Background: an optimization exercise with open tools, aiming at small area and a short achievable clock period. Do not read the settings as production practice.
No functional check of the RTL was part of any run shown here.
No activity file was given, so power comes from the tool's default toggle rates.

$ cat flow/config.mk
export PLATFORM = sky130hd
export DESIGN_NAME = idStage
export DESIGN_NICKNAME = idStage
export VERILOG_FILES = /design/flow/design.v
export SDC_FILE = /design/flow/constraint.sdc
export NUM_CORES = 4
export LEC_CHECK = 0
export CAP_MARGIN = 20
export CORE_MARGIN = 2
export CORE_UTILIZATION = 40
export SETUP_SLACK_MARGIN = 0.2
export SLEW_MARGIN = 20
export SYNTH_HIERARCHICAL = 1
$ cat flow/constraint.sdc
create_clock -name core_clock -period 11.0 [get_ports {clk}]
set_input_delay 2.2000 -clock core_clock [delete_from_list [all_inputs] [get_ports {clk}]]
set_output_delay 2.2000 -clock core_clock [all_outputs]
set_load 0.01 [all_outputs]
$ cat flow/design.v
package mips_pkg;
    localparam logic [5:0] opSpecial = 6'b000000;
    localparam logic [5:0] opRegimm  = 6'b000001;
    localparam logic [5:0] opJ       = 6'b000010;
    localparam logic [5:0] opJal     = 6'b000011;
    localparam logic [5:0] opBeq     = 6'b000100;
    localparam logic [5:0] opBne     = 6'b000101;
    localparam logic [5:0] opBlez    = 6'b000110;
    localparam logic [5:0] opBgtz    = 6'b000111;
    localparam logic [5:0] opAddi    = 6'b001000;
    localparam logic [5:0] opAddiu   = 6'b001001;
    localparam logic [5:0] opSlti    = 6'b001010;
    localparam logic [5:0] opSltiu   = 6'b001011;
    localparam logic [5:0] opOri     = 6'b001101;
    localparam logic [5:0] opLui     = 6'b001111;
    localparam logic [5:0] opLw      = 6'b100011;
    localparam logic [5:0] opSw      = 6'b101011;
    localparam logic [5:0] fnJr      = 6'b001000;
    localparam logic [5:0] fnJalr    = 6'b001001;
    localparam logic [5:0] fnAddu    = 6'b100001;
    localparam logic [5:0] fnSlt     = 6'b101010;
    localparam logic [5:0] fnSltu    = 6'b101011;
    localparam logic [4:0] rtBltz    = 5'b00000;
    localparam logic [4:0] rtBgez    = 5'b00001;
    localparam logic [4:0] rtBltzal  = 5'b10000;
    localparam logic [4:0] rtBgezal  = 5'b10001;
    localparam logic [1:0] dselLink  = 2'b00;
    localparam logic [1:0] dselLui   = 2'b01;
    localparam logic [1:0] dselSet   = 2'b10;
    typedef enum logic [2:0] {
        cmpNe   = 3'd0,
        cmpLtz  = 3'd1,
        cmpLez  = 3'd2,
        cmpEq   = 3'd3,
        cmpGez  = 3'd4,
        cmpGtz  = 3'd5,
        cmpTrue = 3'd6,   
        cmpLt   = 3'd7    
    } cmpMode;
    typedef struct packed {
        logic [5:0]                      opcode;
        logic [5-1:0] rs;
        logic [5-1:0] rt;
        logic [5-1:0] rd;
        logic [4:0]                      shamt;
        logic [5:0]                      funct;
    } rFormat;
    typedef struct packed {
        logic [5:0]                      opcode;
        logic [5-1:0] rs;
        logic [5-1:0] rt;
        logic [15:0]                     imm16;
    } iFormat;
    typedef struct packed {
        logic [5:0]  opcode;
        logic [25:0] index26;
    } jFormat;
    typedef union packed {
        rFormat rView;
        iFormat iView;
        jFormat jView;
    } instrUnion;
endpackage
`timescale 1ns/100ps
import mips_pkg::*;
module idController (
    input  mips_pkg::instrUnion inst,
    output logic                zeroB,       
    output logic                signedExt,
    output logic                isBranch,
    output logic                jumpReg,     
    output logic                jumpImm,     
    output logic                isLui,
    output logic                isSet,       
    output logic                setImm,      
    output logic                setSigned,   
    output logic                cEq,         
    output logic                cNe,         
    output logic                cLtz,        
    output logic                cGez,        
    output logic                cLez,        
    output logic                cGtz,        
    output logic                cAlways      
);
    logic [5:0] op;
    logic [4:0] rt;
    logic [5:0] fn;
    logic       isSpecial;
    logic       isRegimm;
    logic       rtLtz;
    logic       rtGez;
    assign op = inst.rView.opcode;
    assign rt = inst.rView.rt;
    assign fn = inst.rView.funct;
    assign isSpecial = (op == opSpecial);
    assign isRegimm  = (op == opRegimm);
    assign rtLtz     = (rt == rtBltz) || (rt == rtBltzal);
    assign rtGez     = (rt == rtBgez) || (rt == rtBgezal);
    assign zeroB     = (isRegimm && (rtLtz || rtGez)) || op == opBlez || op == opBgtz;
    assign signedExt = (op == opAddi)  || (op == opAddiu) ||
                       (op == opBeq)   || (op == opBne)   ||
                       (op == opBlez)  || (op == opBgtz)  ||
                       (op == opRegimm) ||
                       (op == opSlti)  || (op == opSltiu) ||
                       (op == opLw)    || (op == opSw);
    assign jumpReg   = isSpecial && (fn == fnJr || fn == fnJalr);
    assign jumpImm   = (op == opJ) || (op == opJal);
    assign isBranch  = (op == opBeq) || (op == opBne) || (op == opBlez) || (op == opBgtz) ||
                       isRegimm || jumpImm || jumpReg;
    assign isLui     = (op == opLui);
    assign setImm    = (op == opSlti) || (op == opSltiu);
    assign isSet     = setImm || (isSpecial && (fn == fnSlt || fn == fnSltu));
    assign setSigned = (op == opSlti) || (isSpecial && fn == fnSlt);
    assign cEq       = (op == opBeq);
    assign cNe       = (op == opBne);
    assign cLtz      = isRegimm && rtLtz;
    assign cGez      = isRegimm && rtGez;
    assign cLez      = (op == opBlez);
    assign cGtz      = (op == opBgtz);
    assign cAlways   = jumpImm || jumpReg || (isRegimm && !rtLtz && !rtGez);
endmodule
`timescale 1ns/100ps
module idComparer (
    input  logic [32-1:0] a,
    input  logic [32-1:0] b,
    input  logic                        signedCmp,
    output logic                        lt
);
    localparam int W = 32;
    logic [W-2:0] l0, e0;
    assign l0 = ~a[W-2:0] & b[W-2:0];
    assign e0 = ~(a[W-2:0] ^ b[W-2:0]);
    logic ltLow;
    idLtTree #(.N(W-1)) tree (.l(l0), .e(e0), .lt(ltLow));
    assign lt = (a[W-1] == b[W-1]) ? ltLow : (signedCmp ? a[W-1] : b[W-1]);
endmodule
module idLtTree #(
    parameter int N = 31
) (
    input  logic [N-1:0] l,
    input  logic [N-1:0] e,
    output logic         lt
);
    generate
        if (N == 1) begin : g_leaf
            assign lt = l[0];
        end else begin : g_node
            localparam int NL = N / 2;        
            localparam int NH = N - NL;       
            logic ltH, ltL;
            idLtTree #(.N(NH)) hi (.l(l[N-1:NL]), .e(e[N-1:NL]), .lt(ltH));
            idLtTree #(.N(NL)) lo (.l(l[NL-1:0]), .e(e[NL-1:0]), .lt(ltL));
            assign lt = ltH | (&e[N-1:NL] & ltL);
        end
    endgenerate
endmodule
`timescale 1ns/100ps
module idOperand (
    input  logic [15:0]                  imm,
    input  logic [32-1:0]  pc,
    input  logic                         signedExt,
    input  logic                         isLui,
    input  logic                         isSet,
    input  logic                         setBit,
    output logic [32-1:0]  extImm,
    output logic [32-1:0]  idData
);
    logic [32-1:0] pcPlus8;
    assign extImm  = {{(32-16){signedExt & imm[15]}}, imm};
    assign pcPlus8 = {pc[32-1:3] + 1'b1, pc[2:0]};   
    always_comb begin
        if (isLui) begin
            idData = {imm, {(32-16){1'b0}}};
        end else if (isSet) begin
            idData = {{(32-1){1'b0}}, setBit};
        end else begin
            idData = pcPlus8;
        end
    end
endmodule
`timescale 1ns/100ps
module idNextPc (
    input  logic [25:0]                  index26,
    input  logic [32-1:0]  pc,
    input  logic                         signedExt,
    input  logic [32-1:0]  rsValue,
    input  logic                         jumpReg,
    input  logic                         jumpImm,
    output logic [32-1:0]  branchTarget
);
    logic [15:0] imm;
    logic [16:0] lowSum;     
    logic        negImm;
    logic [13:0] hi;         
    logic [13:0] hiInc;
    logic [13:0] hiDec;
    logic [3:0]  region;     
    logic [32-1:0] relTarget;
    assign imm    = index26[15:0];
    assign negImm = signedExt & imm[15];
    assign lowSum = {1'b0, pc[17:2]} + {1'b0, imm} + 17'd1;
    assign hiInc  = pc[31:18] + 14'd1;
    assign hiDec  = pc[31:18] - 14'd1;
    always_comb begin
        case ({lowSum[16], negImm})
            2'b10:   hi = hiInc;
            2'b01:   hi = hiDec;
            default: hi = pc[31:18];
        endcase
    end
    assign relTarget = {hi, lowSum[15:0], pc[1:0]};
    assign region    = pc[31:28] + {3'b0, &pc[27:2]};
    always_comb begin
        if (jumpReg) begin
            branchTarget = rsValue;
        end else if (jumpImm) begin
            branchTarget = {region, index26, 2'b00};
        end else begin
            branchTarget = relTarget;
        end
    end
endmodule
`timescale 1ns/100ps
module regFile (
    input  logic                            clk,
    input  logic                            rst,
    input  logic [5-1:0] readAddrA,
    input  logic [5-1:0] readAddrB,
    output logic [32-1:0]     readDataA,
    output logic [32-1:0]     readDataB,
    input  logic                            writeEnable,
    input  logic [5-1:0] writeAddr,
    input  logic [32-1:0]     writeData
);
    localparam int N = 32;
    localparam int W = 32;
    logic [N-1:1][W-1:0] regs;
    logic [N-1:1][W-1:0] regsNext;
    logic [N-1:1]        wLive;    
    logic [N-1:1]        wSet;     
    logic [N-1:1]        wHold;    
    logic [N-1:1]        selA, selB;
    logic                bypA, bypB;
    always_comb begin
        for (int i = 1; i < N; i++) begin
            wLive[i] = writeEnable && (writeAddr == i);
            selA[i]  = (readAddrA == i) && !wLive[i];
            selB[i]  = (readAddrB == i) && !wLive[i];
        end
    end
    assign bypA = writeEnable && (writeAddr == readAddrA) && (readAddrA != '0);
    assign bypB = writeEnable && (writeAddr == readAddrB) && (readAddrB != '0);
    assign wSet  = wLive & {(N-1){~rst}};
    assign wHold = ~wLive & {(N-1){~rst}};
    for (genvar i = 1; i < N; i++) begin : g_row
        for (genvar j = 0; j < W; j++) begin : g_bit
            rfHoldBit hb (.q(regs[i][j]), .hold(wHold[i]), .d(writeData[j]), .set(wSet[i]),
                          .y(regsNext[i][j]));
        end
    end
    always_ff @(posedge clk) begin
        regs <= regsNext;
    end
    for (genvar j = 0; j < W; j++) begin : g_read
        logic [N-2:0] col;
        for (genvar i = 1; i < N; i++) begin : g_col
            assign col[i-1] = regs[i][j];
        end
        rfReadBit ra (.d(col), .sel(selA), .wd(writeData[j]), .byp(bypA), .y(readDataA[j]));
        rfReadBit rb (.d(col), .sel(selB), .wd(writeData[j]), .byp(bypB), .y(readDataB[j]));
    end
endmodule
module rfHoldBit (
    input  logic q,
    input  logic hold,
    input  logic d,
    input  logic set,
    output logic y
);
    assign y = (q & hold) | (d & set);
endmodule
module rfReadBit (
    input  logic [32-2:0] d,
    input  logic [32-2:0] sel,
    input  logic                       wd,
    input  logic                       byp,
    output logic                       y
);
    assign y = (|(d & sel)) | (wd & byp);
endmodule
`timescale 1ns/100ps
import mips_pkg::*;
module idStage (
    input  logic                            clk,
    input  logic                            rst,
    input  mips_pkg::instrUnion             inst,
    input  logic [32-1:0]     pc,
    input  logic                            wbWriteEnable,
    input  logic [5-1:0] wbWriteAddr,
    input  logic [32-1:0]     wbWriteData,
    output logic [32-1:0]     rsValue,
    output logic [32-1:0]     rtValue,
    output logic [32-1:0]     extImm,
    output logic [32-1:0]     idData,
    output logic [32-1:0]     branchTarget,
    output logic                            branchTaken,
    output logic                            isBranch
);
    logic zeroB, signedExt, jumpReg, jumpImm, isLui, isSet, setImm, setSigned;
    logic cEq, cNe, cLtz, cGez, cLez, cGtz, cAlways;
    logic [32-1:0] rtRaw;      
    logic [32-1:0] immExt;
    logic eq, rsNeg, rsZero, ltReg, ltImm, setBit;
    idController ctrl (
        .inst(inst), .zeroB(zeroB), .signedExt(signedExt), .isBranch(isBranch),
        .jumpReg(jumpReg), .jumpImm(jumpImm), .isLui(isLui), .isSet(isSet),
        .setImm(setImm), .setSigned(setSigned),
        .cEq(cEq), .cNe(cNe), .cLtz(cLtz), .cGez(cGez), .cLez(cLez), .cGtz(cGtz),
        .cAlways(cAlways)
    );
    regFile grf (
        .clk(clk), .rst(rst),
        .readAddrA(inst.rView.rs), .readAddrB(inst.rView.rt),
        .readDataA(rsValue), .readDataB(rtRaw),
        .writeEnable(wbWriteEnable), .writeAddr(wbWriteAddr), .writeData(wbWriteData)
    );
    assign rtValue = zeroB ? '0 : rtRaw;
    assign eq     = (rsValue == rtRaw);
    assign rsNeg  = rsValue[32-1];
    assign rsZero = (rsValue == '0);
    idComparer cmpReg (.a(rsValue), .b(rtRaw),  .signedCmp(setSigned), .lt(ltReg));
    idComparer cmpImm (.a(rsValue), .b(immExt), .signedCmp(setSigned), .lt(ltImm));
    assign setBit = setImm ? ltImm : ltReg;
    assign branchTaken = (cEq  & eq) | (cNe & ~eq) |
                         (cLtz & rsNeg) | (cGez & ~rsNeg) |
                         (cLez & (rsNeg | rsZero)) | (cGtz & ~(rsNeg | rsZero)) |
                         cAlways;
    idOperand operand (
        .imm(inst.iView.imm16), .pc(pc), .signedExt(signedExt), .isLui(isLui),
        .isSet(isSet), .setBit(setBit), .extImm(immExt), .idData(idData)
    );
    assign extImm = immExt;
    idNextPc nextPc (
        .index26(inst.jView.index26), .pc(pc), .signedExt(signedExt), .rsValue(rsValue),
        .jumpReg(jumpReg), .jumpImm(jumpImm), .branchTarget(branchTarget)
    );
endmodule
$ cat flow/run.sh
#!/bin/bash
# synth_recipe.tcl (not shown) runs the flow's synth.tcl, then flattens the netlist and writes it again
# the make line also repeats each setting of config.mk as NAME=value (left out here)
make -C /OpenROAD-flow-scripts/flow DESIGN_CONFIG=/design/flow/config.mk WORK_HOME=/design/flow/orfs CLKGATE_MAP_FILE= SYNTH_SCRIPT=/design/flow/synth_recipe.tcl finish
==> flow_summary.ini, run 1 <==
[placed_design]
dp.cells = 6562
place_area_um2 = 54500
dp_slack_ns = -0.0299
gp_congestion = 1.01
place_hpwl_um = 169000
io_buffers = 265

[global_route]
grt_max_degree = 49
antenna_found_initial = 31
gr-usage-all-layers_pct = 39.5
grt_pass1_vias = 45164
grt_overflow = 0
grt_pass1_wl_um = 347000

[clock_tree]
clockBufferDepth = 3
h-tree-depth = 3
cts-root-buf = clkbuf_16
clk_pin_slew_worst_paths_ns = 0.06
insertion_delay_ns = 0.72
cts_buffers = 105
cts_tree = done
ctsHoldBuffers = 0
cts_sinks = 992

[finish]
top_regs = grf.regs (992)
synthToLayoutAreaGrowth_pct = 26.2
drive_above_1_share_pct = 16.6
fin_area_um2 = 58700
top_register = grf.regs
largest_register_ffs = 992
fill_cells = 10654
final_nets = 5365
fin_cells = 6784

[timing]
min_period_ns = 10.49
hold_violations = 0
finalCritPeriodShare_pct = 95.4
slew_headroom_pct = 16.6
fmax_mhz = 95.3
fin_skew_ns = 0
slew_viol_final = 0
setup-violations-final = 0
rsz0062_at_grt = false
setup_ws_ns = 0.510
tightestPinTransition_ns = 1.25

[logic_synthesis]
yosys_warnings = 9
synth_area_leaders = dfxtp_1 (43%), a22o_1 (19%), a22oi_1 (16%)
synthCells = 4525
dominantRegCellSynth = dfxtp_1
synth-seq-area-share_pct = 42.7
synth_edf_count = 0
synth-seq-cells = 992
yosysTopAreaCellShare_pct = 42.7
synth_area_per_cell_um2 = 10.3
async_reset_ff_share_pct = 0
synth_top_area_cell = dfxtp_1
netlist_area_um2 = 46600
synth_cell_types = 80

[power]
ir_drop_uv = 143
total_power_uw = 8380
p_leak_uw = 0.0217
powerDensity_nw_per_um2 = 143

[routing]
via_per_inst = 7.20
num_vias = 48823
drtPass1Iterations = 7
drtIter0Drc = 6835
ant_nets = 0
wl_per_cell_um = 36.3
wirelength_um = 246000
route.detailed.drc = 0

[floorplan]
row_count = 125
ios = 266
die_y_um = 345
initial_core_util_pct = 40.2
die_w_um = 345
design.die.area_um2 = 119000
core_um2 = 116000

[job]
maxCapViolCount = 0

[critical_path]
end_kind = primary output
worstPathMaxFanout = 15
cp.arrival_ns = 8.29
path_class = input pin to primary output
rr_worst_depth = 1
cp-start-kind = input pin
required_ns = 8.80

[run_status]
outcome = complete, no violations

[min_path]
min_path_type = flip-flop to flip-flop
hold_depth = 1
## critical path, stage by stage
cell,delay (ns)
clkdlybuf4s50_1,0.43
nand2b_1,0.41
buf_4,0.33
nor2_2,0.26
nor3_4,0.15
buf_4,0.25
a22oi_1,0.21
nand4_1,0.48
or4_4,0.75
buf_4,0.20
inv_1,0.07
ha_1,0.23
a31o_1,0.21
and3_1,0.17
a31o_1,0.20
a41o_1,0.23
a41o_1,0.23
nor2b_1,0.13
a211oi_1,0.24
a21oi_1,0.05
mux2_2,0.32
mux2i_1,0.16
nor2_1,0.13
dlymetal6s2s_1,0.21
## layer usage
layer  GRT usage (%)  wire length, um
met5               0              106
met4            26.8            20200
met3            13.3            32300
met2            57.4           101000
met1            49.4            92300
## worst paths after layout
check,to,start,slack (ns)
setup / recovery,idData[0],wbWriteAddr[0],0.51
hold / removal,grf.regs[45]$_DFF_P_,grf.regs[45]$_DFF_P_,0.51
setup reg to reg,grf.regs[186]$_DFF_P_,grf.regs[186]$_DFF_P_,10.28
hold reg to reg,grf.regs[45]$_DFF_P_,grf.regs[45]$_DFF_P_,0.51
## per-stage QoR
step	hold slack, ns	setup TNS (ns)	util, %
global placement	0.489	-0.0539	47.0
finish	0.510	0	50.8
CTS	0.510	0	50.4
detailed placement	0.495	-0.0299	47.1
global route	0.518	0	50.7
floorplan	0.479	0	-
## modules after synthesis, one instance, submodules excluded, a selection
module	flip-flops and latches	area, um2	cells
idController	0	233	40
idOperand	0	1210	192
regFile	992	21200	1241
idNextPc	0	2260	338
idStage	0	706	96
rfReadBit	0	158	21
rfHoldBit	0	8.76	1
idComparer	0	532	67
## logic make-up after synthesis
| logic type | after synthesis | synth area share [%] |
|---|---|---|
| compound gates | 2270 | 39.8 |
| xor+xnor | 69 | 1.30 |
| fa+ha+maj | 96 | 2.61 |
| buf+inv | 241 | 2.79 |
| flops | 992 | 42.7 |
| mux | 8 | 0.177 |
| simple gates | 849 | 10.6 |
## layout by cell type, fill, tap and decap left out, drive strengths merged, types with 31 or more instances in the layout
master / Yosys / final
inv: 85 / 90
a22o: 996 / 996
nor2b: 38 / 38
nor4: 38 / 38
a22oi: 1027 / 1027
nand2: 72 / 72
a21o: 41 / 41
and3: 31 / 31
nand4: 291 / 291
ha: 94 / 94
buf: 124 / 438
xnor2: 53 / 53
nor3: 105 / 105
a21oi: 39 / 39
dfxtp: 992 / 992
nor2: 109 / 109
clkdlybuf4s50: 0 / 240
o21ai: 35 / 35
or4: 68 / 68
clkbuf: 32 / 149
## cells in the mapped netlist (all sizes together) (6+ instances only)
library cell     n
a31oi            6
a31o            24
mux2i            6
a221o            6
a211oi          20
nor4            38
a41o             6
and3            31
nand2           72
nand2b          12
nor2           109
nor2b           38
a22o           996
nand4          291
dfxtp          992
xor2            16
nor3b           11
xnor2           53
and4             8
or4             68
clkbuf          32
a21oi           39
a21o            41
o21ai           35
o211ai           6
o21a            12
or2              9
nor3           105
a22oi         1027
nand3           26
a211o            6
and2             6
inv             85
ha              94
buf            124
or3              9
## area by class of cell
| type | count | area (um2) | area share, % |
|---|---|---|---|
| Antenna cell | 7 | 17.5 | 0.0298 |
| Clock inverter | 46 | 621 | 1.06 |
| Sequential cell | 992 | 19900 | 33.8 |
| Timing Repair Buffer | 689 | 6540 | 11.1 |
| Inverter | 85 | 319 | 0.543 |
| Multi-Input combinational cell | 3292 | 26400 | 44.9 |
| Tap cell | 1524 | 1910 | 3.25 |
| Clock buffer | 149 | 3090 | 5.25 |
## where the power goes
group	internal (uW)	switching (uW)
Combinational	304	590
Clock	2260	1590
Sequential	3620	22.6
## timing repair
| item | CTS | global route |
|---|---|---|
| buffers inserted | 0 | 13 |
| endpoints found under the setup margin | 1 | 1 |
| gates cloned | 0 | 0 |
| pin swaps | 2 | 11 |
| resized for setup | 9 | 44 |
==> run 2, diff against run 1 <==
--- a/flow/config.mk
+++ b/flow/config.mk
@@ -8,6 +8,7 @@
 export CAP_MARGIN = 20
 export CORE_MARGIN = 2
-export CORE_UTILIZATION = 40
-export SETUP_SLACK_MARGIN = 0.2
+export CORE_UTILIZATION = 60
+export CTS_BUF_LIST = sky130_fd_sc_hd__clkbuf_4 sky130_fd_sc_hd__clkbuf_8
+export SETUP_SLACK_MARGIN = 3
 export SLEW_MARGIN = 20
 export SYNTH_HIERARCHICAL = 1
==> run 2 against run 1 <==
Final area rose by 4.6%. Maximum frequency up 3.7%. Via count up 12%. Worst hold slack better by 0.0011 ns. Combinational power is 16% higher. Non-clock buffer count increased by 174. Critical path depth did not move. Critical path type unchanged. Largest power group is now sequential cells.
==> flow_summary.ini, run 2 <==
[min_path]
min_to = grf.regs[47]$_DFF_P_
hold_start = grf.regs[47]$_DFF_P_
min_path_type = flip-flop to flip-flop
hold_depth = 1

[routing]
num_vias = 54864
wirelength_um = 252000
via_per_inst = 8.35
wl_per_cell_um = 38.4
drtPass1Iterations = 14
drtIter0Drc = 10175
ant_nets = 0
route.detailed.drc = 0

[critical_path]
cp.depth = 24
required_ns = 8.80
rr_worst_depth = 1
crit_path_max_incr_delay_ns = 0.80
r2r_start = grf.regs[41]$_DFF_P_
cp.arrival_ns = 7.92
cp_top_family = simple AND/OR/NAND/NOR gates
path_class = input pin to primary output
reg2reg_slack_ns = 10.22
crit_buf_inv = 5
crit_chain = clkdlybuf4s15_2, buf_4, or3_4, nor3_4, buf_4, buf_6, a22oi_1, nand4_1, or4_4, ha_4, a21o_1, a31o_1, and3_1, a31o_1, and4_1, a41o_1, a41o_1, nor2b_4, a211oi_2, a21oi_1, mux2_4, mux2i_1, nor2_1, buf_2
regToRegEndpoint = grf.regs[41]$_DFF_P_
worstPathMaxFanout = 18
cp-start-kind = input pin
end_kind = primary output
cp_slowest_cell = or4_4

[logic_synthesis]
synth_top_area_cell = dfxtp_1
synth_xor_area_share_pct = 1.30
dominantRegCellSynth = dfxtp_1
async_reset_ff_share_pct = 0
synth_fa_ha_area_share_pct = 2.61
synth_cell_types = 80
synthCells = 4525
netlist_area_um2 = 46600
synth_compound_area_share_pct = 39.8
synth_top_family_by_area = compound AO/OA/AOI/OAI gates
synth.most_common_cell = a22o_1
yosys_warnings = 9
synth-seq-cells = 992
synthMuxAreaShare_pct = 0.177
synth_area_per_cell_um2 = 10.3
synth_common_cells = a22o_1 (996), dfxtp_1 (992), a22oi_1 (963)
yosysTopAreaCellShare_pct = 42.7
synth_area_leaders = dfxtp_1 (43%), a22o_1 (19%), a22oi_1 (16%)
yosys.area_share.simple_pct = 10.6
synth-seq-area-share_pct = 42.7
synth_edf_count = 0

[timing]
holdWs_ns = 0.511
slew_viol_final = 0
setup_ws_ns = 0.885
fin_skew_ns = 0
setup-violations-final = 0
rsz0062_at_grt = true
finalSetupTns_ns = 0
hold_violations = 0
fmax_mhz = 98.9
tightestPinTransition_ns = 1.24
slew_headroom_pct = 16.9
finalCritPeriodShare_pct = 92.0
min_period_ns = 10.12

[clock_tree]
insertion_delay_ns = 0.86
cts_buffers = 154
h-tree-depth = 4
cts_tree = done
cts_sinks = 992
clk_pin_slew_worst_paths_ns = 0.06
clockBufferDepth = 3
cts-root-buf = clkbuf_8

[floorplan]
design.die.area_um2 = 79800
row_count = 102
core_um2 = 77100
ios = 266
initial_core_util_pct = 60.4
die_w_um = 283
die_y_um = 283

[finish]
top_regs = grf.regs (992)
fin_cells = 6573
drive_above_1_share_pct = 25.3
top_register = grf.regs
multi_input_area_um2 = 28000
final_nets = 5592
fill_cells = 5074
layout.cells.most_common_list = a22o_1 (996), dfxtp_1 (992), a22oi_1 (941)
layout_commonest_cell = a22o_1
seq_area_um2 = 19900
synthToLayoutAreaGrowth_pct = 31.9
largest_register_ffs = 992

[power]
ir_drop_uv = 150
powerDensity_nw_per_um2 = 133
p_leak_uw = 0.0231

[placed_design]
dp_slack_ns = 0.307
dp.cells = 6014
gp_congestion = 1.10
place_hpwl_um = 153000
io_buffers = 265

[global_route]
antenna_found_initial = 25
grt_pass1_vias = 49199
grt_pass1_wl_um = 348000
grt_max_degree = 59
grt_overflow = 0
gr-usage-all-layers_pct = 59.8

[run_status]
outcome = complete, no violations

[job]
maxCapViolCount = 0
## run 2: cells by family after synthesis
| family | after synthesis |
|---|---|
| muxes | 8 |
| and+or+nand+nor | 849 |
| buffers and inverters | 241 |
| xor gates and xnor gates | 69 |
| adders and majority gates | 96 |
| AOI/OAI and AO/OA | 2270 |
| DFF | 992 |
## run 2: layout make-up
type | instances | area share, %
diodes | 28 | 0.114
multi-input cells | 3296 | 45.6
inverters | 85 | 0.536
well taps | 1040 | 2.12
flip-flops and latches | 992 | 32.3
clock buffers | 224 | 4.69
clock inverters | 45 | 0.900
repair buffers | 863 | 13.7
## run 2: modules after synthesis, one instance, submodules excluded, a selection
module | cell area, um2 | times used | flip-flops and latches
rfHoldBit | 8.76 | 992 | 0
idController | 233 | 1 | 0
idNextPc | 2260 | 1 | 0
rfReadBit | 158 | 64 | 0
idOperand | 1210 | 1 | 0
idStage | 706 | 1 | 0
idComparer | 532 | 2 | 0
regFile | 21200 | 1 | 992
## run 2: per-layer routing
| layer | vias up | GRT usage, % | wire length (um) |
|---|---|---|---|
| li1 | 20949 | - | - |
| met1 | 25742 | 66.0 | 78300 |
| met2 | 6059 | 81.7 | 95100 |
| met3 | 2098 | 35.2 | 48100 |
| met4 | 16 | 49.0 | 30300 |
| met5 | - | 5.56 | 472 |
## run 2: power by group
group	leakage (uW)	switching, uW	internal [uW]
clock network	0.00182	1610	1900
logic	0.0133	674	366
registers	0.00800	23.4	3620
total	0.0231	2300	5880
## run 2: stage by stage
stage               total power, uW  instance area, um2  util, %
global placement               4540               53800     69.8
floorplan                      4090               47600        -
global route                   8290               61400     79.6
CTS                            7990               60200     78.1
detailed placement             4550               53900     69.9
finish                         8190               61400     79.7
## run 2: timing repair
action / CTS / global route
buffers inserted: 167 / 75
gates cloned: 12 / 4
pin swaps: 142 / 110
endpoints found under the setup margin: 98 / 50
hold buffers: 0 / 0
gates resized for setup: 372 / 194
## run 2: how the worst max path moves through the flow
stage                     slack [ns]      startpoint         to
after floorplan                 2.32        inst[22]  idData[0]
after global placement          0.37  wbWriteAddr[0]  idData[0]
after detailed placement        0.31  wbWriteAddr[1]  idData[0]
after CTS                       1.55  wbWriteAddr[3]  idData[0]
after global routing            1.10        inst[23]  idData[0]
final                           0.88        inst[17]  idData[0]
==> run 3, diff against run 2 <==
--- a/flow/design.v
+++ b/flow/design.v
@@ -122,4 +122,30 @@
 `timescale 1ns/100ps
 module idComparer (
+    input  logic [32-1:0] a,           
+    input  logic [32-1:0] b,           
+    input  logic [32-1:0] imm,         
+    input  logic                        signedCmp,
+    input  logic                        setImm,      
+    input  logic                        isSet,       
+    input  logic                        data0Other,  
+    input  logic                        cEq, cNe, cLtz, cGez, cLez, cGtz, cAlways,
+    output logic                        branchTaken,
+    output logic                        data0
+);
+    localparam int W = 32;
+    logic eq, neg, zero, ltReg, ltImm, setBit;
+    assign eq   = (a == b);
+    assign neg  = a[W-1];
+    assign zero = ~|a;
+    idLess lr (.a(a), .b(b),   .signedCmp(signedCmp), .lt(ltReg));
+    idLess li (.a(a), .b(imm), .signedCmp(signedCmp), .lt(ltImm));
+    assign setBit = setImm ? ltImm : ltReg;
+    assign data0  = isSet ? setBit : data0Other;
+    assign branchTaken = (cEq  & eq) | (cNe & ~eq) |
+                         (cLtz & neg) | (cGez & ~neg) |
+                         (cLez & (neg | zero)) | (cGtz & ~(neg | zero)) |
+                         cAlways;
+endmodule
+module idLess (
     input  logic [32-1:0] a,
     input  logic [32-1:0] b,
@@ -128,30 +154,23 @@
 );
     localparam int W = 32;
-    logic [W-2:0] l0, e0;
-    assign l0 = ~a[W-2:0] & b[W-2:0];
-    assign e0 = ~(a[W-2:0] ^ b[W-2:0]);
-    logic ltLow;
-    idLtTree #(.N(W-1)) tree (.l(l0), .e(e0), .lt(ltLow));
-    assign lt = (a[W-1] == b[W-1]) ? ltLow : (signedCmp ? a[W-1] : b[W-1]);
-endmodule
-module idLtTree #(
-    parameter int N = 31
-) (
-    input  logic [N-1:0] l,
-    input  logic [N-1:0] e,
-    output logic         lt
-);
-    generate
-        if (N == 1) begin : g_leaf
-            assign lt = l[0];
-        end else begin : g_node
-            localparam int NL = N / 2;        
-            localparam int NH = N - NL;       
-            logic ltH, ltL;
-            idLtTree #(.N(NH)) hi (.l(l[N-1:NL]), .e(e[N-1:NL]), .lt(ltH));
-            idLtTree #(.N(NL)) lo (.l(l[NL-1:0]), .e(e[NL-1:0]), .lt(ltL));
-            assign lt = ltH | (&e[N-1:NL] & ltL);
+    localparam int LV = $clog2(W);
+    logic [LV:0][W-1:0] l, e;
+    always_comb begin
+        l[0] = ~a & b;
+        e[0] = ~(a ^ b);
+        l[0][W-1] = signedCmp ? (a[W-1] & ~b[W-1]) : (~a[W-1] & b[W-1]);
+        for (int k = 0; k < LV; k++) begin
+            for (int i = 0; i < W; i++) begin
+                if (((i >> k) & 1) == 1) begin
+                    l[k+1][i] = l[k][i] | (e[k][i] & l[k][((i >> k) << k) - 1]);
+                    e[k+1][i] = e[k][i] & e[k][((i >> k) << k) - 1];
+                end else begin
+                    l[k+1][i] = l[k][i];
+                    e[k+1][i] = e[k][i];
+                end
+            end
         end
-    endgenerate
+    end
+    assign lt = l[LV][W-1];
 endmodule
 `timescale 1ns/100ps
@@ -162,5 +181,4 @@
     input  logic                         isLui,
     input  logic                         isSet,
-    input  logic                         setBit,
     output logic [32-1:0]  extImm,
     output logic [32-1:0]  idData
@@ -173,5 +191,5 @@
             idData = {imm, {(32-16){1'b0}}};
         end else if (isSet) begin
-            idData = {{(32-1){1'b0}}, setBit};
+            idData = '0;
         end else begin
             idData = pcPlus8;
@@ -242,10 +260,16 @@
     logic [N-1:1]        selA, selB;
     logic                bypA, bypB;
-    always_comb begin
-        for (int i = 1; i < N; i++) begin
-            wLive[i] = writeEnable && (writeAddr == i);
-            selA[i]  = (readAddrA == i) && !wLive[i];
-            selB[i]  = (readAddrB == i) && !wLive[i];
-        end
+    logic [3:0] nAh, nBh, nWh;
+    logic [7:0] nAl, nBl, nWl;
+    rfPredec2 pah (.a(readAddrA[4:3]),  .en(1'b1),        .n(nAh));
+    rfPredec3 pal (.a(readAddrA[2:0]),  .n(nAl));
+    rfPredec2 pbh (.a(readAddrB[4:3]),  .en(1'b1),        .n(nBh));
+    rfPredec3 pbl (.a(readAddrB[2:0]),  .n(nBl));
+    rfPredec2 pwh (.a(writeAddr[4:3]),  .en(writeEnable), .n(nWh));
+    rfPredec3 pwl (.a(writeAddr[2:0]),  .n(nWl));
+    for (genvar i = 1; i < N; i++) begin : g_dec
+        rfNor2 wl (.a(nWh[i / 8]), .b(nWl[i % 8]), .y(wLive[i]));
+        rfNor3 sa (.a(nAh[i / 8]), .b(nAl[i % 8]), .c(wLive[i]), .y(selA[i]));
+        rfNor3 sb (.a(nBh[i / 8]), .b(nBl[i % 8]), .c(wLive[i]), .y(selB[i]));
     end
     assign bypA = writeEnable && (writeAddr == readAddrA) && (readAddrA != '0);
@@ -287,5 +311,51 @@
     output logic                       y
 );
-    assign y = (|(d & sel)) | (wd & byp);
+    logic [31:0] dAll, sAll;
+    logic [3:0]  grp;
+    assign dAll = {wd, d};
+    assign sAll = {byp, sel};
+    for (genvar g = 0; g < 4; g++) begin : g_grp
+        rfRead8 r8 (.d(dAll[8*g +: 8]), .sel(sAll[8*g +: 8]), .y(grp[g]));
+    end
+    assign y = ~(~(grp[0] | grp[1]) & ~(grp[2] | grp[3]));
+endmodule
+module rfRead8 (
+    input  logic [7:0] d,
+    input  logic [7:0] sel,
+    output logic       y
+);
+    assign y = |(d & sel);
+endmodule
+module rfPredec2 (
+    input  logic [1:0] a,
+    input  logic       en,
+    output logic [3:0] n
+);
+    for (genvar k = 0; k < 4; k++) begin : g_k
+        assign n[k] = ~(en && a == k);
+    end
+endmodule
+module rfPredec3 (
+    input  logic [2:0] a,
+    output logic [7:0] n
+);
+    for (genvar k = 0; k < 8; k++) begin : g_k
+        assign n[k] = ~(a == k);
+    end
+endmodule
+module rfNor2 (
+    input  logic a,
+    input  logic b,
+    output logic y
+);
+    assign y = ~(a | b);
+endmodule
+module rfNor3 (
+    input  logic a,
+    input  logic b,
+    input  logic c,
+    output logic y
+);
+    assign y = ~(a | b | c);
 endmodule
 `timescale 1ns/100ps
@@ -311,5 +381,6 @@
     logic [32-1:0] rtRaw;      
     logic [32-1:0] immExt;
-    logic eq, rsNeg, rsZero, ltReg, ltImm, setBit;
+    logic data0Other, data0;
+    logic [32-1:0] idDataOther;
     idController ctrl (
         .inst(inst), .zeroB(zeroB), .signedExt(signedExt), .isBranch(isBranch),
@@ -326,18 +397,16 @@
     );
     assign rtValue = zeroB ? '0 : rtRaw;
-    assign eq     = (rsValue == rtRaw);
-    assign rsNeg  = rsValue[32-1];
-    assign rsZero = (rsValue == '0);
-    idComparer cmpReg (.a(rsValue), .b(rtRaw),  .signedCmp(setSigned), .lt(ltReg));
-    idComparer cmpImm (.a(rsValue), .b(immExt), .signedCmp(setSigned), .lt(ltImm));
-    assign setBit = setImm ? ltImm : ltReg;
-    assign branchTaken = (cEq  & eq) | (cNe & ~eq) |
-                         (cLtz & rsNeg) | (cGez & ~rsNeg) |
-                         (cLez & (rsNeg | rsZero)) | (cGtz & ~(rsNeg | rsZero)) |
-                         cAlways;
+    idComparer comparer (
+        .a(rsValue), .b(rtRaw), .imm(immExt), .signedCmp(setSigned), .setImm(setImm),
+        .isSet(isSet), .data0Other(data0Other),
+        .cEq(cEq), .cNe(cNe), .cLtz(cLtz), .cGez(cGez), .cLez(cLez), .cGtz(cGtz),
+        .cAlways(cAlways), .branchTaken(branchTaken), .data0(data0)
+    );
     idOperand operand (
         .imm(inst.iView.imm16), .pc(pc), .signedExt(signedExt), .isLui(isLui),
-        .isSet(isSet), .setBit(setBit), .extImm(immExt), .idData(idData)
+        .isSet(isSet), .extImm(immExt), .idData(idDataOther)
     );
+    assign data0Other = idDataOther[0];
+    assign idData = {idDataOther[32-1:1], data0};
     assign extImm = immExt;
     idNextPc nextPc (
--- a/flow/config.mk
+++ b/flow/config.mk
@@ -8,5 +8,5 @@
 export CAP_MARGIN = 20
 export CORE_MARGIN = 2
-export CORE_UTILIZATION = 60
+export CORE_UTILIZATION = 50
 export CTS_BUF_LIST = sky130_fd_sc_hd__clkbuf_4 sky130_fd_sc_hd__clkbuf_8
 export SETUP_SLACK_MARGIN = 3
==> run 3 against run 2 <==
Largest power group unchanged. Total power shrank 2.2%. Wire length decreased by 1.7%. Final area is 2.9% lower. Clock-buffer cell count is 18 higher. Sequential power about the same. Setup slack gained 0.97 ns. Core utilization shrank 14 points. Die area grew 18%. Register-to-register slack gained 0.05 ns. Clock power down 1%. Sequential share of layout area increased by 0.98 points. Still clean on timing, DRC and antenna.
==> flow_summary.ini, run 3 <==
[finish]
layout_commonest_cell = a22oi_1
fill_cells = 7433
drive_above_1_share_pct = 22.3
largest_register_ffs = 992
synthToLayoutAreaGrowth_pct = 30.0
top_regs = grf.regs (992)
fin_cells = 6586
final_nets = 5467
multi_input_area_um2 = 27600
seq_area_um2 = 19900
layout.cells.most_common_list = a22oi_1 (1006), a22o_1 (995), dfxtp_1 (992)
top_register = grf.regs

[clock_tree]
h-tree-depth = 4
clockBufferDepth = 3
cts-root-buf = clkbuf_8
ctsHoldBuffers = 0
cts_buffers = 160
cts_sinks = 992
clk_pin_slew_worst_paths_ns = 0.06
cts_tree = done
insertion_delay_ns = 0.85

[global_route]
grt_pass1_vias = 46417
gr-usage-all-layers_pct = 50.6
antenna_found_initial = 22
grt_pass1_wl_um = 346000
grt_max_degree = 41
grt_overflow = 0

[logic_synthesis]
synth_area_leaders = dfxtp_1 (43%), a22o_1 (19%), a22oi_1 (17%)
synth-seq-area-share_pct = 43.3
synth.most_common_cell = a22oi_1
synth-seq-cells = 992
synthCells = 4440
async_reset_ff_share_pct = 0
synth_edf_count = 0
dominantRegCellSynth = dfxtp_1
synth_cell_types = 80
synth_common_cells = a22oi_1 (1027), a22o_1 (995), dfxtp_1 (992)
yosys_warnings = 10
synth_area_per_cell_um2 = 10.3
yosysTopAreaCellShare_pct = 43.3
netlist_area_um2 = 45900
synth_top_area_cell = dfxtp_1

[critical_path]
worstPathMaxFanout = 22
cp-start-kind = input pin
path_class = input pin to primary output
required_ns = 8.80
end_kind = primary output
cp.arrival_ns = 6.95

[timing]
hold_violations = 0
min_period_ns = 9.15
fin_skew_ns = 0
slew_headroom_pct = 11.8
setup-violations-final = 0
slew_viol_final = 0
finalSetupTns_ns = 0
rsz0062_at_grt = true
finalCritPeriodShare_pct = 83.2
tightestPinTransition_ns = 1.32
fmax_mhz = 109

[placed_design]
io_buffers = 265
dp.cells = 6067
gp_congestion = 1.06
place_hpwl_um = 161000

[floorplan]
die_y_um = 307
ios = 266
row_count = 111
design.die.area_um2 = 94200
initial_core_util_pct = 50.3
die_w_um = 307
core_um2 = 91200

[job]
maxCapViolCount = 0

[power]
intPower_uw = 5800
powerDensity_nw_per_um2 = 134
p_switching_uw = 2200
p_seq_share_pct = 45.5
ir_drop_uv = 129
combPwrFrac_pct = 11.3
p_leak_uw = 0.0219
pwr-share-clk_pct = 43.2
p_sw_share_pct = 27.5

[routing]
route.detailed.drc = 0
wirelength_um = 248000
wl_per_cell_um = 37.7
drtPass1Iterations = 11
num_vias = 50519
drtIter0Drc = 8089
ant_nets = 0
via_per_inst = 7.67

[min_path]
min_path_type = flip-flop to flip-flop

[run_status]
outcome = complete, no violations
==> run 3: changes by cell type in the layout (fill, tap and decap cells not counted), moves of 27 or more <==
cell,change
a21o_1,-27
a22oi_1,+65
a22oi_2,-65
buf_4,-104
nor2_2,-29
nor3_2,-27
==> run 3: worst max-delay path, stage by stage <==
cell	delay (ns)
clkdlybuf4s15_2	0.33
buf_6	0.20
nand3b_1	0.16
buf_6	0.17
nor3_4	0.05
buf_6	0.19
a22oi_1	0.18
nand4_1	0.57
or4_4	0.77
buf_6	0.15
inv_1	0.10
ha_4	0.22
nand3_2	0.08
a21oi_2	0.04
a221oi_2	0.31
o211ai_1	0.16
a311o_1	0.41
mux2i_4	0.30
buf_6	0.15
a21oi_2	0.04
buf_2	0.14
==> run 3: through the flow <==
| stage | hold WS [ns] | setup WS (ns) | instance area, um2 | utilization, % | total power, uW |
|---|---|---|---|---|---|
| final | 0.507 | 1.85 | 59600 | 65.3 | 8010 |
| after global routing | 0.520 | 1.97 | 59600 | 65.3 | 8160 |
| after CTS | 0.510 | 2.22 | 59000 | 64.6 | 7920 |
| after detailed placement | 0.495 | 0.466 | 52500 | 57.6 | 4480 |
| after global placement | 0.490 | 0.394 | 52500 | 57.5 | 4480 |
| after floorplan | 0.479 | 3.02 | 46100 | - | 4020 |
==> run 3: cell families after synthesis <==
group / share of synthesized area, %
AOI/OAI and AO/OA: 39.2
DFF: 43.3
and+or+nand+nor: 11.6
buffers and inverters: 1.61
adders and majority gates: 2.71
xor gates and xnor gates: 1.30
muxes: 0.199
other: 0.00818
==> run 3: per-layer routing <==
| layer | vias up | wire length (um) | GRT usage (%) |
|---|---|---|---|
| met3 | 1086 | 38700 | 21.7 |
| met4 | 20 | 23700 | 37.5 |
| met5 | - | 157 | 1.86 |
| met1 | 24343 | 85500 | 59.8 |
| met2 | 4479 | 99900 | 72.5 |
| li1 | 20591 | - | - |
==> run 3: final timing paths <==
check,start,slack [ns],cells after the start,end
worst min register to register,grf.regs[224]$_DFF_P_,0.51,1,grf.regs[224]$_DFF_P_
worst max register to register,grf.regs[490]$_DFF_P_,10.27,1,grf.regs[490]$_DFF_P_
worst max-delay path,inst[22],1.85,21,idData[0]
worst min-delay path,grf.regs[224]$_DFF_P_,0.51,1,grf.regs[224]$_DFF_P_
==> run 3: repair_timing <==
item | in CTS | in global routing
endpoints found under the setup margin | 99 | 32
endpoints found under the hold margin | 0 | 0
cloned | 10 | 1
buffers inserted | 180 | 25
gates resized for setup | 611 | 67
pin swaps | 170 | 72
==> run 3: final cells by class <==
| type | count | area share (%) |
|---|---|---|
| Timing Repair Buffer | 722 | 11.6 |
| Inverter | 88 | 0.598 |
| Sequential cell | 992 | 33.3 |
| Tap cell | 1186 | 2.49 |
| Timing Repair inverter | 1 | 0.00839 |
| Antenna cell | 13 | 0.0546 |
| Multi-Input combinational cell | 3300 | 46.2 |
| Clock buffer | 242 | 5.02 |
| Clock inverter | 42 | 0.690 |
==> run 3: modules after synthesis, one instance, submodules excluded <==
module,flip-flops and latches,times used,cells,area (um2)
rfHoldBit,0,992,1,8.76
rfNor2,0,31,1,3.75
regFile,992,1,1082,20300
rfNor3,0,62,1,10.0
idNextPc,0,1,338,2260
idController,0,1,40,233
idOperand,0,1,194,1220
rfPredec3,0,3,8,60.1
idStage,0,1,36,230
rfPredec2,0,3,4,28.8
idComparer,0,1,63,502
rfReadBit,0,64,1,7.51
rfRead8,0,256,5,36.3
idLess,0,2,111,798
==> run 3: power groups by stage <==
stage / clock [uW] / combinational, uW / sequential, uW
final: 3460 / 903 / 3640
after global routing: 3610 / 913 / 3640
after CTS: 3440 / 838 / 3640
after detailed placement: 0 / 764 / 3720
after global placement: 0 / 762 / 3720
after floorplan: 0 / 304 / 3710
==> run 4, diff against run 3 <==
--- a/flow/config.mk
+++ b/flow/config.mk
@@ -10,5 +10,5 @@
 export CORE_UTILIZATION = 50
 export CTS_BUF_LIST = sky130_fd_sc_hd__clkbuf_4 sky130_fd_sc_hd__clkbuf_8
-export SETUP_SLACK_MARGIN = 3
+export SETUP_SLACK_MARGIN = 0.2
 export SLEW_MARGIN = 20
 export SYNTH_HIERARCHICAL = 1
==> run 4 against run 3 <==
Total power grew 0.41%. Via count is 3.1% lower. Largest cell class unchanged. Area after synthesis unchanged. Critical endpoint unchanged.
==> flow_summary.ini, run 4 <==
[run_status]
outcome = complete, no violations

[floorplan]
die_w_um = 307
initial_core_util_pct = 50.3
core_um2 = 91200
ios = 266
row_count = 111
die_y_um = 307
design.die.area_um2 = 94200

[logic_synthesis]
dominantRegCellSynth = dfxtp_1
synth_area_leaders = dfxtp_1 (43%), a22o_1 (19%), a22oi_1 (17%)
synth_edf_count = 0
yosys_warnings = 10
async_reset_ff_share_pct = 0
yosysTopAreaCellShare_pct = 43.3
synth_cell_types = 80
synth_top_area_cell = dfxtp_1
netlist_area_um2 = 45900
synth_common_cells = a22oi_1 (1027), a22o_1 (995), dfxtp_1 (992)
synth_area_per_cell_um2 = 10.3
synthCells = 4440
synth-seq-cells = 992
synth-seq-area-share_pct = 43.3
synth.most_common_cell = a22oi_1

[timing]
setup_ws_ns = 0.549
min_period_ns = 10.45
rsz0062_at_grt = false
slew_headroom_pct = 15.8
hold_violations = 0
holdWs_ns = 0.510
tightestPinTransition_ns = 1.26
fmax_mhz = 95.7
fin_skew_ns = 0
slew_viol_final = 0
setup-violations-final = 0
finalSetupTns_ns = 0
finalCritPeriodShare_pct = 95.0

[placed_design]
place_area_um2 = 52000
io_buffers = 265
place_hpwl_um = 159000
gp_congestion = 1.07
dp_slack_ns = 0.764

[critical_path]
r2r_start = grf.regs[11]$_DFF_P_
path_class = input pin to primary output
cp-start-kind = input pin
regToRegEndpoint = grf.regs[11]$_DFF_P_
required_ns = 8.80
worstPathMaxFanout = 13
end_kind = primary output
reg2reg_slack_ns = 10.29
cp.arrival_ns = 8.25
rr_worst_depth = 1

[finish]
synthToLayoutAreaGrowth_pct = 21.8
top_register = grf.regs
multi_input_area_um2 = 26100
final_nets = 5208
seq_area_um2 = 19900
drive_above_1_share_pct = 12.9
fill_cells = 7810
layout_commonest_cell = a22oi_1
top_regs = grf.regs (992)
layout.cells.most_common_list = a22oi_1 (1027), a22o_1 (995), dfxtp_1 (992)
fin_area_um2 = 55900
largest_register_ffs = 992

[routing]
num_vias = 48960
drtPass1Iterations = 8
wl_per_cell_um = 37.7
route.detailed.drc = 0
drtIter0Drc = 7789
wirelength_um = 239000
via_per_inst = 7.71
ant_nets = 0

[job]
maxCapViolCount = 0

[power]
ir_drop_uv = 128
powerDensity_nw_per_um2 = 144
p_leak_uw = 0.0204

[global_route]
antenna_found_initial = 38
gr-usage-all-layers_pct = 48.9
grt_pass1_wl_um = 336000
grt_max_degree = 49
grt_pass1_vias = 45072
grt_overflow = 0

[clock_tree]
cts_tree = done
clk_pin_slew_worst_paths_ns = 0.06
cts-root-buf = clkbuf_8
postCtsSetupBuffers = 0
h-tree-depth = 4
insertion_delay_ns = 0.85
clockBufferDepth = 3
cts_resized = 0
ctsHoldBuffers = 0
cts_sinks = 992
cts_buffers = 158

[min_path]
hold_start = grf.regs[501]$_DFF_P_
hold_depth = 1
min_to = grf.regs[501]$_DFF_P_
min_path_type = flip-flop to flip-flop
-- run 4: cell counts after synthesis --
No cell type changed its count.
-- run 4: per-module statistics from Yosys (local to each module, per instance), excerpt --
module	cells	cell area, um2
rfPredec3	8	60.1
rfPredec2	4	28.8
idStage	36	230
rfHoldBit	1	8.76
rfNor2	1	3.75
idController	40	233
-- run 4: kinds of logic after synthesis --
family | synth area share, %
other cells | 0.00818
mux | 0.199
flops | 43.3
fa+ha+maj | 2.71
simple gates | 11.6
xor+xnor | 1.30
buf+inv | 1.61
compound gates | 39.2
-- run 4: routing by layer --
metal | up-vias | global-route usage [%] | part of all wire, %
li1 | 20079 | - | -
met1 | 23578 | 57.7 | 35
met5 | - | 1.40 | 0.068
met3 | 1055 | 21.4 | 15
met4 | 24 | 36.1 | 9.2
met2 | 4224 | 70.2 | 41
-- run 4: power by group --
group | switching, uW | internal, uW
sequential | 22.3 | 3620
combinational | 540 | 251
clock | 1620 | 1990
-- run 4: layout make-up --
cell class | instances | share of cell area, %
multi-input cells | 3297 | 46.7
inverters | 88 | 0.591
well taps | 1186 | 2.66
repair buffers | 469 | 7.84
flip-flops and latches | 992 | 35.6
clock buffers | 244 | 5.61
diodes | 24 | 0.108
clock inverters | 47 | 0.912
-- run 4: worst max-delay path by stage --
| stage | startpoint | endpoint | slack [ns] | cells after the start |
|---|---|---|---|---|
| final | wbWriteAddr[1] | idData[0] | 0.55 | 18 |
| after global routing | wbWriteAddr[0] | idData[0] | 0.31 | 18 |
| after CTS | wbWriteAddr[1] | idData[0] | 0.75 | 18 |
| after detailed placement | wbWriteAddr[1] | idData[0] | 0.76 | 18 |
| after global placement | wbWriteAddr[1] | idData[0] | 0.79 | 18 |
| after floorplan | inst[25] | idData[0] | 2.87 | 15 |
-- run 4: per-stage QoR --
step           util (%)  std cells  total power [uW]
2_1_floorplan         -       4447              4010
3_3_place_gp       56.9       6023              4460
3_5_place_dp       57.0       6026              4460
4_1_cts            61.0       6317              7990
5_1_grt            61.2       6330              8200
6_report           61.2       6347              8040
-- run 4: critical path, cell delays in order --
cell	delay, ns
clkdlybuf4s50_1	0.62
or3_1	0.53
nor2_1	0.59
nor3_4	0.22
buf_4	0.31
buf_4	0.25
a22oi_1	0.16
nand4_1	0.35
or4_1	0.93
inv_1	0.14
ha_1	0.27
a21oi_1	0.15
a21oi_1	0.08
o31a_1	0.27
a311o_1	0.33
mux2i_1	0.21
a21oi_1	0.10
clkdlybuf4s50_1	0.49
==> run 5, diff against run 4 <==
--- a/flow/design.v
+++ b/flow/design.v
@@ -318,5 +318,8 @@
         rfRead8 r8 (.d(dAll[8*g +: 8]), .sel(sAll[8*g +: 8]), .y(grp[g]));
     end
-    assign y = ~(~(grp[0] | grp[1]) & ~(grp[2] | grp[3]));
+    logic lo, hi;
+    rfNor2  o01 (.a(grp[0]), .b(grp[1]), .y(lo));
+    rfNor2  o23 (.a(grp[2]), .b(grp[3]), .y(hi));
+    rfNand2 oAll (.a(lo), .b(hi), .y(y));
 endmodule
 module rfRead8 (
@@ -351,4 +354,11 @@
     assign y = ~(a | b);
 endmodule
+module rfNand2 (
+    input  logic a,
+    input  logic b,
+    output logic y
+);
+    assign y = ~(a & b);
+endmodule
 module rfNor3 (
     input  logic a,
--- a/flow/config.mk
+++ b/flow/config.mk
@@ -9,6 +9,5 @@
 export CORE_MARGIN = 2
 export CORE_UTILIZATION = 50
-export CTS_BUF_LIST = sky130_fd_sc_hd__clkbuf_4 sky130_fd_sc_hd__clkbuf_8
-export SETUP_SLACK_MARGIN = 0.2
+export SETUP_SLACK_MARGIN = 3
 export SLEW_MARGIN = 20
 export SYNTH_HIERARCHICAL = 1
==> run 5 against run 4 <==
First-iteration DRC count increased by 14%. Highest routed layer unchanged. Worst hold slack got worse by 0.0016 ns. Sequential cell count unchanged. Critical path type unchanged. Register-to-register slack about the same.
==> flow_summary.ini, run 5 <==
[global_route]
gr-usage-all-layers_pct = 49.7
grt_overflow = 0
grt_max_degree = 51
grt_pass1_vias = 45737
antenna_found_initial = 8
grt_pass1_wl_um = 343000

[clock_tree]
ctsHoldBuffers = 0
clockBufferDepth = 3
h-tree-depth = 3
insertion_delay_ns = 0.71
clk_pin_slew_worst_paths_ns = 0.06
cts_sinks = 992
cts_tree = done
cts-root-buf = clkbuf_16
cts_buffers = 105

[placed_design]
place_area_um2 = 52400
place_hpwl_um = 153000
io_buffers = 265
gp_congestion = 1.05
dp.cells = 6150

[power]
powerDensity_nw_per_um2 = 139
ir_drop_uv = 155
p_leak_uw = 0.0224
total_power_uw = 8470

[critical_path]
crit_path_start = wbWriteAddr[4]
required_ns = 8.80
rr_worst_depth = 1
path_class = input pin to primary output
end_kind = primary output
cp-start-kind = input pin
r2r_start = grf.regs[57]$_DFF_P_
cp.arrival_ns = 6.38
worstPathMaxFanout = 7

[logic_synthesis]
synth-seq-cells = 992
netlist_area_um2 = 46100
async_reset_ff_share_pct = 0
synth_area_leaders = dfxtp_1 (43%), a22o_1 (19%), a22oi_1 (17%)
synth-seq-area-share_pct = 43.1
synth_top_area_cell = dfxtp_1
synth_common_cells = a22oi_1 (1027), a22o_1 (995), dfxtp_1 (992)
synth_area_per_cell_um2 = 10.1
synthCells = 4568
synth_edf_count = 0
synth_cell_types = 80
dominantRegCellSynth = dfxtp_1
yosysTopAreaCellShare_pct = 43.1
yosys_warnings = 10
synth.most_common_cell = a22oi_1

[timing]
fin_skew_ns = 0
fmax_mhz = 117
min_period_ns = 8.58
rsz0062_at_grt = true
tightestPinTransition_ns = 1.29
hold_violations = 0
finalSetupTns_ns = 0
setup-violations-final = 0
slew_viol_final = 0
finalCritPeriodShare_pct = 78.0
slew_headroom_pct = 13.9

[job]
maxCapViolCount = 0

[min_path]
hold_depth = 1
min_path_type = flip-flop to flip-flop
hold_start = grf.regs[746]$_DFF_P_

[finish]
layout.cells.most_common_list = a22oi_1 (999), a22o_1 (995), dfxtp_1 (992)
final_nets = 5551
layout_commonest_cell = a22oi_1
largest_register_ffs = 992
synthToLayoutAreaGrowth_pct = 32.2
fin_cells = 6628
drive_above_1_share_pct = 21.8
fill_cells = 7226
top_register = grf.regs
fin_area_um2 = 60900
top_regs = grf.regs (992)

[routing]
wl_per_cell_um = 37.2
ant_nets = 0
via_per_inst = 7.66
num_vias = 50741
wirelength_um = 247000
drtIter0Drc = 8895
drtPass1Iterations = 7
route.detailed.drc = 0

[floorplan]
initial_core_util_pct = 50.4
design.die.area_um2 = 94600
ios = 266
die_w_um = 308
row_count = 111
die_y_um = 308
core_um2 = 91500

[run_status]
outcome = complete, no violations
run 5: cell types whose count changed after synthesis:
cell	before	now
nand2_1	71	135
or4_1	66	2
nor2_1	108	236
run 5: timing repair:
action,CTS,global route
pin swaps,213,138
gates resized for setup,635,150
setup endpoints to repair,98,23
cloned,11,4
buffers inserted,210,50
run 5: power breakdown:
group          leakage (uW)  switching (uW)  internal, uW
sequential          0.00800            22.4          3620
clock               0.00188            1570          2370
combinational        0.0125             587           302
total                0.0224            2180          6290
run 5: worst max-delay path, cell delays in order:
cell and delay (ns):
buf_12 0.11, or3b_4 0.51, nor2_4 0.17, buf_6 0.11, buf_6 0.10, nor3_4 0.05, buf_12 0.15, buf_4 0.14
a22oi_1 0.26, nand4_1 0.40, nor2_1 0.23, nand2_1 0.17, ha_4 0.30, nand4_1 0.10, nor3_2 0.07, a221oi_2 0.26
o211ai_1 0.15, a311o_1 0.38, mux2i_2 0.28, a21oi_2 0.09, buf_2 0.14
run 5: final timing paths:
check                                to  slack [ns]
setup / recovery              idData[0]        2.42
hold / removal    grf.regs[746]$_DFF_P_        0.51
setup reg to reg   grf.regs[57]$_DFF_P_       10.28
hold reg to reg   grf.regs[746]$_DFF_P_        0.51
run 5: area by class of cell:
cell class	instances	area, um2	share of cell area (%)
antenna	4	10.0	0.0164
clock buffer	141	2930	4.81
clock inverter	55	866	1.42
inverter	88	348	0.571
multi-input combinational	3429	28300	46.4
sequential	992	19900	32.6
tap	1186	1480	2.43
timing repair buffer	732	7190	11.8
timing repair inverter	1	5.00	0.00821
run 5: modules after synthesis, one instance, submodules excluded, excerpt:
module / area [um2] / cells / times used / flip-flops and latches
idController: 233 / 40 / 1 / 0
idLess: 798 / 111 / 2 / 0
idNextPc: 2260 / 338 / 1 / 0
idStage: 230 / 36 / 1 / 0
regFile: 20300 / 1082 / 1 / 992
rfNand2: 3.75 / 1 / 64 / 0
rfNor3: 10.0 / 1 / 62 / 0
rfPredec2: 28.8 / 4 / 3 / 0
rfPredec3: 60.1 / 8 / 3 / 0
run 5: per-stage QoR:
| step | setup WS (ns) | hold slack (ns) | utilization, % |
|---|---|---|---|
| 4_1_cts | 2.64 | 0.510 | 65.4 |
| 5_1_grt | 2.37 | 0.521 | 66.6 |
| 3_3_place_gp | 0.778 | 0.490 | 57.1 |
| 6_report | 2.42 | 0.508 | 66.6 |
| 2_1_floorplan | 3.02 | 0.479 | - |
| 3_5_place_dp | 0.789 | 0.495 | 57.2 |
run 5: cells by family after synthesis:
group                    after synthesis  share of synthesized area, %
AO/OA/AOI/OAI                       2249                          39.0
AND/OR/NAND/NOR                      993                          12.1
flip-flops                           992                          43.1
buffers and inverters                158                          1.60
adder cells (fa/ha/maj)               98                          2.69
XOR/XNOR                              68                          1.29
multiplexers                           9                         0.198
other                                  1                       0.00813
run 5: routing by layer:
layer	part of all wire (%)	vias up	track usage (%)	wire, um
met2	40	4350	71.0	99800
met3	15	964	18.5	37100
met4	8.3	8	30.6	20500
li1	-	20755	-	-
met1	36	24664	63.1	89400
met5	0.024	-	0.155	60
==> run 6, diff against run 5 <==
==> flow/flow/run.sh (new file) <==
#!/bin/bash
# Layout flow: the standard ORFS flow (standard.sh, which also runs the
# standard synthesis), with one change: the buffers that buffer_ports puts on
# every input and output port are plain buf_2 cells instead of the delay
# cells it picks by default. make's full output goes to flow_make.log here;
# each ORFS step's log stays under orfs/logs/.
set -euo pipefail
bash standard.sh "BUFFER_PORTS_ARGS=-buffer_cell sky130_fd_sc_hd__buf_2" finish \
    > flow_make.log 2>&1
==> flow/standard.sh (new file) <==
#!/bin/bash
# synth_recipe.tcl (not shown) runs the flow's synth.tcl, then flattens the netlist and writes it again
# the make line also repeats each setting of config.mk as NAME=value (left out here)
make -C /OpenROAD-flow-scripts/flow DESIGN_CONFIG=/design/flow/config.mk WORK_HOME=/design/flow/orfs CLKGATE_MAP_FILE= SYNTH_SCRIPT=/design/flow/synth_recipe.tcl "${@:-finish}"
removed: flow/run.sh
==> run 6 against run 5 <==
First-iteration DRC count is 9.6% lower. Area after synthesis stayed put. Largest cell class unchanged. Wire length is 2.8% lower. Global-route usage is 1.4 points lower. Total power is 2.1% lower. Sequential cell count stayed put. Register-to-register slack hardly changed. Still clean on timing, DRC and antenna. Clock-buffer cell count is 13 higher.
==> flow_summary.ini, run 6 <==
[run_status]
outcome = complete, no violations

[floorplan]
row_count = 111
ios = 266
core_um2 = 91500
die_w_um = 308
initial_core_util_pct = 50.4
die_y_um = 308
design.die.area_um2 = 94600

[critical_path]
cp_top_family = simple AND/OR/NAND/NOR gates
end_kind = primary output
crit_path_max_incr_delay_ns = 0.68
crit_chain = buf_12, or3b_4, nor2_4, buf_4, nor3_4, buf_12, a22oi_2, nand4_1, nor2_4, nand2_4, ha_4, a21oi_4, nor2b_4, o21ai_2, o211ai_1, a311o_1, mux2i_2, a21oi_1, buf_2
cp.arrival_ns = 6.33
cp_slowest_cell = nand4_1
worstPathMaxFanout = 27
cp-start-kind = input pin
r2r_start = grf.regs[239]$_DFF_P_
required_ns = 8.80
path_class = input pin to primary output
crit_buf_inv = 4
crit_path_start = wbWriteAddr[1]

[timing]
slew_viol_final = 0
setup_ws_ns = 2.47
slew_headroom_pct = 14.7
min_period_ns = 8.53
fin_skew_ns = 0
tightestPinTransition_ns = 1.28
setup-violations-final = 0
finalCritPeriodShare_pct = 77.6
finalSetupTns_ns = 0
fmax_mhz = 117
hold_violations = 0
rsz0062_at_grt = true

[logic_synthesis]
synthCells = 4568
synth-seq-area-share_pct = 43.1
synth_common_cells = a22oi_1 (1027), a22o_1 (995), dfxtp_1 (992)
synth_area_per_cell_um2 = 10.1
dominantRegCellSynth = dfxtp_1
async_reset_ff_share_pct = 0
synth_edf_count = 0
netlist_area_um2 = 46100
synth_top_area_cell = dfxtp_1
synth_cell_types = 80
synth.most_common_cell = a22oi_1
yosysTopAreaCellShare_pct = 43.1
synth-seq-cells = 992
yosys_warnings = 10
synth_area_leaders = dfxtp_1 (43%), a22o_1 (19%), a22oi_1 (17%)

[global_route]
gr-usage-all-layers_pct = 48.2
grt_max_degree = 49
grt_pass1_vias = 44997
antenna_found_initial = 3
grt_overflow = 0
grt_pass1_wl_um = 334000

[finish]
top_register = grf.regs
layout.cells.most_common_list = a22o_1 (995), a22oi_1 (992), dfxtp_1 (992)
layout_commonest_cell = a22o_1
drive_above_1_share_pct = 25.1
fin_area_um2 = 59100
largest_register_ffs = 992
top_regs = grf.regs (992)
synthToLayoutAreaGrowth_pct = 28.3
final_nets = 5484

[placed_design]
gp_congestion = 1.05
place_hpwl_um = 148000
place_area_um2 = 50600
io_buffers = 265
dp_slack_ns = 1.63

[clock_tree]
insertion_delay_ns = 0.70
cts_sinks = 992
clk_pin_slew_worst_paths_ns = 0.06
clockBufferDepth = 3
ctsHoldBuffers = 0
cts-root-buf = clkbuf_16
cts_buffers = 106
cts_tree = done
h-tree-depth = 3

[routing]
drtPass1Iterations = 7
wirelength_um = 240000
drtIter0Drc = 8040
ant_nets = 0
wl_per_cell_um = 36.6
route.detailed.drc = 0
num_vias = 49887
via_per_inst = 7.61

[min_path]
min_path_type = flip-flop to flip-flop
hold_start = grf.regs[738]$_DFF_P_

[power]
powerDensity_nw_per_um2 = 140
p_leak_uw = 0.0221
ir_drop_uv = 137

[job]
maxCapViolCount = 0
-- run 6: cell counts after synthesis --
Identical to the previous run, type by type.
-- run 6: timing repair --
item                       4_1_cts  5_1_grt
cloned                           1        1
gates resized for setup        438      186
setup endpoints to repair       40       18
buffers inserted               201       47
hold endpoints to repair         0        0
pin swaps                      179      149
-- run 6: per-stage QoR --
step                      instances  utilization [%]  hold slack, ns  total power, uW
final                          6553             64.6           0.510             8290
after global routing           6549             64.6           0.525             8450
after CTS                      6495             63.1           0.510             8190
after detailed placement       6104             55.3           0.495             4390
after global placement         6098             55.2           0.489             4380
after floorplan                4575                -           0.479             4020
-- run 6: worst paths after layout --
check / endpoint / slack [ns] / depth (start not counted)
min: grf.regs[738]$_DFF_P_ / 0.51 / 1
max: idData[0] / 2.47 / 19
min reg2reg: grf.regs[738]$_DFF_P_ / 0.51 / 1
max reg2reg: grf.regs[239]$_DFF_P_ / 10.29 / 1
-- run 6: power breakdown --
group          switching, uW  internal, uW
combinational            569           262
clock                   1550          2270
sequential              22.2          3620
-- run 6: area by class of cell --
cell class	instances	area, um2
clock buffer	154	3160
timing repair buffer	669	5300
clock inverter	35	548
multi-input combinational	3425	28400
inverter	88	345
fill	7512	32400
tap	1186	1480
antenna	4	10.0
sequential	992	19900
-- run 6: modules after synthesis (local to each module, per instance), excerpt --
module	cells inside	times used	area, um2	flip-flops and latches
idComparer	63	1	502	0
idController	40	1	233	0
idLess	111	2	798	0
idOperand	194	1	1220	0
idStage	36	1	230	0
regFile	1082	1	20300	992
rfHoldBit	1	992	8.76	0
rfNand2	1	64	3.75	0
rfNor2	1	159	3.75	0
rfNor3	1	62	10.0	0
rfPredec2	4	3	28.8	0
rfPredec3	8	3	60.1	0
rfRead8	5	256	36.3	0
-- run 6: kinds of logic after synthesis --
| kind of cell | count (synthesis) | synth area share, % |
|---|---|---|
| DFF | 992 | 43.1 |
| adders and majority gates | 98 | 2.69 |
| buffers and inverters | 158 | 1.60 |
| muxes | 9 | 0.198 |
| xor gates and xnor gates | 68 | 1.29 |
| other | 1 | 0.00813 |
| and+or+nand+nor | 993 | 12.1 |
| AOI/OAI and AO/OA | 2249 | 39.0 |
-- run 6: routing by layer --
layer	part of all wire [%]	GRT usage [%]	vias up	routed length, um
met5	0.011	0	-	27
met4	8.0	29.4	4	19200
met3	15	18.5	891	35800
met2	40	67.7	4039	96000
met1	37	62.2	24358	88900
li1	-	-	20595	-

## port drivers added, routing unchanged
No port has a modelled driver above. Below, the same layouts with a new extraction and two added sets of constraints. Step 1 assumes that a clkbuf_16 drives the clock port and a buf_2 every other input. Step 2 moves the port delays by t, midway between the first and last clock arrival at a register: inputs arrive t later, outputs are due t later. That takes back most of the time a late clock gives input paths. Slacks: ideal / step 1 / step 2; pairs: ideal / step 1.
| run | t (ns) | slack for setup (ns) | hold WS [ns] | latest minus earliest clock arrival (ns) | worst slew at a driven data input, ns |
|---|---|---|---|---|---|
| run 1 | 0.788 | 0.510 / 0.453 / 0.453 | 0.510 / 0.510 / 0.510 | 0.033 / 0.033 | 0.09 |
| run 2 | 0.958 | 0.885 / 0.847 / 0.847 | 0.511 / 0.511 / 0.511 | 0.080 / 0.081 | 0.14 |
| run 3 | 0.936 | 1.851 / 1.771 / 1.771 | 0.507 / 0.507 / 0.507 | 0.046 / 0.046 | 0.19 |
| run 4 | 0.932 | 0.549 / 0.458 / 0.458 | 0.510 / 0.510 / 0.510 | 0.058 / 0.058 | 0.13 |
| run 5 | 0.788 | 2.424 / 2.275 / 2.275 | 0.508 / 0.508 / 0.508 | 0.032 / 0.031 | 0.18 |
| run 6 | 0.776 | 2.466 / 2.271 / 2.271 | 0.510 / 0.510 / 0.510 | 0.030 / 0.029 | 0.23 |
After both steps every run listed still meets setup and hold. For run 6, which loses most, drivers alone change the setup slack by -0.195 ns; drivers and shift together by -0.195 ns.
